Background: an optimization exercise with open tools, aiming at small area, a short achievable clock period and few clock cycles. Do not read the settings as production practice. No functional check of the RTL was part of any run shown here. No activity file was given, so power comes from the tool's default toggle rates.

==> flow/design.v, too long to show whole: its modules and the start of the top module <==
// module matmul_sequencer: 1500 lines
module matmul_sequencer (
  input  logic       clk,
  input  logic       rst,
  input  logic       rx_valid,
  input  logic [7:0] rx_data,
  output logic [7:0] tx_data,
  output logic       tx_valid,
  input  logic       tx_ready,
  output logic       busy,
  output logic       done,
  output logic       err
);
  // ...
==> flow/flow/run.sh <==
#!/bin/bash
set -euo pipefail
bash standard.sh SETUP_SLACK_MARGIN=7.65 CTS_CLUSTER_SIZE=25 CTS_CLUSTER_DIAMETER=70 finish > standard.log 2>&1
==> flow/standard.sh <==
#!/bin/bash
# synth_recipe.tcl (not shown) runs the flow's synth.tcl, then flattens the netlist and writes it again
# the make line also repeats each setting of config.mk as NAME=value (left out here)
make -C /OpenROAD-flow-scripts/flow DESIGN_CONFIG=/design/flow/config.mk WORK_HOME=/design/flow/orfs CLKGATE_MAP_FILE= SYNTH_SCRIPT=/design/flow/synth_recipe.tcl "${@:-finish}"
==> flow/config.mk <==
export PLATFORM = sky130hd
export DESIGN_NAME = matmul_sequencer
export DESIGN_NICKNAME = matmul_sequencer
export VERILOG_FILES = /design/flow/design.v
export SDC_FILE = /design/flow/constraint.sdc
export NUM_CORES = 4
export LEC_CHECK = 0
export CAP_MARGIN = 20
export CORE_MARGIN = 2
export CORE_UTILIZATION = 40
export PLACE_DENSITY = 0.6
export SLEW_MARGIN = 20
==> flow/constraint.sdc <==
create_clock -name core_clock -period 11.0 [get_ports {clk}]
set_input_delay 2.2000 -clock core_clock [delete_from_list [all_inputs] [get_ports {clk}]]
set_output_delay 2.2000 -clock core_clock [all_outputs]
set_load 0.01 [all_outputs]
==> summary.txt, run 1 <==
Area Overhead vs Synth: 11.4%
IO Port Bufs: 23
Yosys reg bits: 1318
Synth Area in Adders: 0.115
Switch Pwr: 2.04 mW
Top Ports: 24
xor/xnor cell area share of the yosys netlist: 0.0673
Seq pwr share: 0.582
Finished Cell Area: 53800 um2
most frequent cells in the layout: dfxtp_1, inv_1, a22oi_1
cells on worst reg2reg path: 8
status: complete, no violations
Finished Layout Cells: 5549
Reg-to-Reg Start: tj_q[0]
CTS root buf: clkbuf_16
Slew HR: 0.379
Die ar.: 124000 um2
number of global-route vias before repair: 28400
met1 GRT Util: 0.269
row count: 127
Well Taps: 1612
critical path's top delay family: simple AND/OR/NAND/NOR gates
Final WS setup: 7.42 ns
Antenna Cells: 1
top flop regs: ar: 512 flops, cr: 512 flops, cut_q: 93 flops
Primary FF master, synth: dfxtp_1
Final Core Density: 0.449
Post-synth top cells: dfxtp_1, inv_1, a22oi_1, nand2_1, fa_1
clock skew: 0.0302 ns
leak pwr: 21.3 nW
multi-input logic area: 19100 um2
P_seq: 4.91 mW
number of clock buffers in the layout: 86
grt ovf: 0
combinational share of power: 0.091
==> inputs of run 2 (changes only) <==
--- a/flow/design.v
+++ b/flow/design.v
@@ -1390,33 +1390,33 @@
       err_q  <= 1'b0;
       lph_q  <= lph_q + 2'd1;
       if (rxv) begin
         bcnt_q <= bcnt_q + 2'd1;
         nz_q   <= (bcnt_q == 2'd3) ? 1'b0 : (nz_q | (rx_data != 8'd0));
       end
       unique case (st_q)
         S_HDR: begin
+          ci_q <= '0;
+          ck_q <= '0;
           if (rxv) lph_q <= 2'd0;
           if (wend) begin
+            unique case (hcnt_q)
+              2'd0:    mm1_q <= rx_data[1:0] - 2'd1;
+              2'd1:    nm1_q <= rx_data[1:0] - 2'd1;
+              default: pm1_q <= rx_data[1:0] - 2'd1;
+            endcase
             if (!hdr_ok) begin
               err_q  <= 1'b1;
               hcnt_q <= '0;
             end else begin
-              unique case (hcnt_q)
-                2'd0:    mm1_q <= rx_data[1:0] - 2'd1;
-                2'd1:    nm1_q <= rx_data[1:0] - 2'd1;
-                default: pm1_q <= rx_data[1:0] - 2'd1;
-              endcase
               hcnt_q <= hcnt_q + 2'd1;
               if (hcnt_q == 2'd2) begin
                 hcnt_q <= '0;
                 st_q   <= S_A;
-                ci_q   <= '0;
-                ck_q   <= '0;
               end
             end
           end
         end
         S_A: if (wend) begin
           tk_q    <= ck_q;
           tr_q    <= ci_q;
           apend_q <= 1'b1;
==> summary.txt, run 2 <==
core area: 120000 um2 (about the same)
Area Overhead vs Synth: 11.4% (about the same)
Hold EP: cr[2][9] (was cr[10][14])
clk slew on worst S/H paths: 0.10 ns (about the same)
Die X: 352 um (was 351 um)
cells on worst reg2reg path: 10 (was 8)
Final #Nets: 4224 (was 4220)
critical path peak fanout: 3 (unchanged)
Total Routing Usage GR: 0.190 (about the same)
row count: 127 (unchanged)
Yosys top cell by area: dfxtp_1 (unchanged)
IO Port Bufs: 23 (unchanged)
FMAX: 288 MHz (was 280 MHz)
worst min path class: reg2reg (unchanged)
Peak VDD IR: 0.000127 V (was 0.000130 V)
post-DP HPWL: 72700 um (was 72100 um)
type of origin of the critical path: input pin (unchanged)
drt drc: 0 (unchanged)
max-slew violation count: 0 (unchanged)
CTS Buf Count: 68 (was 67)
post-placement cell count: 5362 (was 5354)
fillers: 11000 (about the same)
power density over cell area: 157 nW/um2 (about the same)
grt ovf: 0 (unchanged)
EDFF count, synth: 96 (unchanged)
final hold violation count: 0 (unchanged)
fin crit period: 3.47 ns (was 3.58 ns)
Finished Layout Cells: 5552 (was 5549)
share of layout cells above drive strength 1: 0.143 (about the same)
CTS sink cnt: 1318 (unchanged)
Initial Util: 0.403 (about the same)
Yosys reg bits: 1318 (unchanged)
Post-synth top cells: dfxtp_1, inv_1, a22oi_1, nand2_1, fa_1 (unchanged)
reg-to-reg setup timing slack: 7.69 ns (was 7.73 ns)
Slew HR: 0.434 (was 0.379)
Max-cap violations: 0 (unchanged)
Pre-antenna DRT Iters: 8 (was 6)
clock skew: 0.0274 ns (was 0.0302 ns)
initial drt markers: 2409 (was 2249)
post-synthesis cell area: 48400 um2 (was 48300 um2)
Die Ht: 352 um (was 351 um)
worst reg2reg endpoint: cut_q[57] (was cut_q[58])
Synth async-reset ratio: 0.0432 (unchanged)
register area share after synthesis: 0.571 (was 0.572)
Total Wirelength: 117000 um (about the same)
most frequent cells in the layout: dfxtp_1, inv_1, nand2_1 (was dfxtp_1, inv_1, a22oi_1)
initial antenna violation count: 2 (unchanged)
first-pass GRT wire length: 178000 um (about the same)
Post-Synthesis Net Count: 4232 (was 4214)
clk buf depth: 3 (unchanged)
Primary FF master, synth: dfxtp_1 (unchanged)
Fin Setup TNS: 0 ns (unchanged)
Final Core Density: 0.449 (about the same)
Die ar.: 124000 um2 (about the same)
final RePlAce weighted congestion: 0.825 (was 0.836)
yosys warns: 6 (unchanged)
WS Path Type: in2reg (unchanged)
most common cell in the netlist: dfxtp_1 (unchanged)
most common cell after layout, fill and taps aside: dfxtp_1 (unchanged)
Top Ports: 24 (unchanged)
Vias/cell: 5.06 (was 5.04)
synthesized area per cell: 12.4 um2 (about the same)
hold bufs inserted after CTS: 0 (unchanged)
worst path arrival time: 3.97 ns (was 4.11 ns)
Hold Crit Depth: 0 (unchanged)
worst skew pair latency: 0.65 ns (was 0.66 ns)
via count: 28100 (was 28000)
status: complete, no violations (unchanged)
WL per Instance: 21.0 um (was 21.1 um)
CTS tree: yes (unchanged)
top flop regs: ar: 512 flops, cr: 512 flops, cut_q: 93 flops (unchanged)
CTS root buf: clkbuf_16 (unchanged)
leak pwr: 21.4 nW (was 21.3 nW)
dominant cells by area after synthesis: dfxtp_1, fa_1, edfxtp_1 (unchanged)
Final period util: 0.316 (was 0.325)
Final ANT Viol Nets: 0 (unchanged)
CTS H-tree lvls: 3 (unchanged)
Data required, critical path: 11.49 ns (was 11.53 ns)
top cell type's share of synthesized area: 0.482 (was 0.483)
Worst Hold Launch: cr[1][9] (was cr[9][14])
kind of end point of the critical path: register (unchanged)
Reg-to-Reg Start: hw_q[23] (was tj_q[0])
synthesized instance count: 3911 (was 3893)
worst slew pin tran: 0.849 ns (was 0.925 ns)
pin count of the biggest net entering global routing: 66 (was 58)
Unique masters post-synth: 77 (was 71)
unrepaired setup endpoints after global routing: true (unchanged)
number of global-route vias before repair: 28600 (was 28400)
final setup fails: 0 (unchanged)
## run 2: per-layer routing
metal	GRT usage	wire, um	up-vias
li1	-	-	13100
met1	0.271	55100	14000
met2	0.295	51600	862
met3	0.0293	6760	206
met4	0.0593	3280	0
met5	0	0	-
## run 2: cell type report
| class | instances | area, um2 | area share |
|---|---|---|---|
| Antenna cell | 1 | 2.50 | 0.0000464 |
| Clock buffer | 87 | 1880 | 0.0349 |
| Clock inverter | 19 | 229 | 0.00425 |
| Inverter | 306 | 1190 | 0.0222 |
| Multi-Input combinational cell | 2037 | 19100 | 0.355 |
| Sequential cell | 1318 | 27700 | 0.513 |
| Tap cell | 1612 | 2020 | 0.0374 |
| Timing Repair Buffer | 171 | 1760 | 0.0326 |
| Timing Repair inverter | 1 | 7.51 | 0.000139 |
## run 2: per-stage QoR
| step | total power [mW] | setup WS (ns) | hold WS, ns | cell area (um2) |
|---|---|---|---|---|
| 6_report | 8.48 | 7.53 | 0.318 | 53900 |
| 5_1_grt | 8.82 | 7.41 | 0.328 | 53900 |
| 4_1_cts | 8.54 | 7.28 | 0.320 | 53300 |
| 3_5_place_dp | 5.71 | 5.94 | 0.312 | 50300 |
| 3_3_place_gp | 5.69 | 5.99 | 0.310 | 50300 |
| 2_1_floorplan | 5.48 | 7.13 | 0.310 | 48600 |
## run 2: kinds of logic after synthesis
| logic type | count (synthesis) | share of synthesized area |
|---|---|---|
| adder cells (fa/ha/maj) | 309 | 0.115 |
| multiplexers | 263 | 0.0671 |
| flip-flops | 1318 | 0.571 |
| buffers and inverters | 556 | 0.0437 |
| AND/OR/NAND/NOR | 465 | 0.0447 |
| XOR/XNOR | 369 | 0.0670 |
| AO/OA/AOI/OAI | 631 | 0.0910 |
## run 2: where the power goes
part / internal [mW] / switching (mW) / total [mW]
sequential: 4.88 / 0.0309 / 4.91
combinational: 0.285 / 0.467 / 0.752
clock: 1.25 / 1.56 / 2.81
## run 2: critical path, cell delays in order
cell,delay [ns]
buf_6,0.09
or4_4,0.51
nor3_4,0.20
nand2_2,0.12
nor4_4,0.16
mux2i_1,0.13
nor4_2,0.27
mux2i_1,0.22
nor2_1,0.05
## run 2: how the worst max path moves through the flow
| stage | cells past startpoint | start | endpoint | slack [ns] |
|---|---|---|---|---|
| finish | 9 | rx_data[6] | st_q[1] | 7.53 |
| global placement | 8 | rx_valid | tx_valid_q | 5.99 |
| detailed placement | 8 | rx_valid | tx_valid_q | 5.94 |
| floorplan | 8 | rx_data[6] | st_q[1] | 7.13 |
| global route | 9 | rx_data[6] | st_q[1] | 7.41 |
| CTS | 9 | rx_data[3] | st_q[1] | 7.28 |
## run 2: what timing repair did
item | CTS | global route
endpoints found under the setup margin | 218 | 130
buffers inserted | 54 | 25
pin swaps | 14 | 27
resized for setup | 138 | 96
gates cloned | 3 | 1

==> port drivers added, routing unchanged <==
The flow's constraints put no driver on any port. The routed layouts listed below were extracted and timed again, unchanged, in two steps. Step 1 (the two cells are an assumption about what drives the block):
set clk [get_ports {clk}]
set_driving_cell -lib_cell sky130_fd_sc_hd__clkbuf_16 $clk
set_driving_cell -lib_cell sky130_fd_sc_hd__buf_2 [delete_from_list [all_inputs] $clk]
Step 2 moves the port delays by t, midway between the first and last clock arrival at a register: inputs arrive t later, outputs are due t later. That takes back most of the time a late clock gives input paths. a / b / c = no drivers / after step 1 / after step 2; a / b = the first two.
run	t (ns)	setup slack, ns	hold WS [ns]
run 1	0.712	7.424 / 7.455 / 6.743	0.318 / 0.318 / 0.318
run 2	0.711	7.527 / 7.510 / 6.858	0.318 / 0.318 / 0.318
After both steps every run listed still meets setup and hold. The setup slack of run 1, which loses most, moves by +0.031 ns with the drivers and by -0.681 ns with both steps.
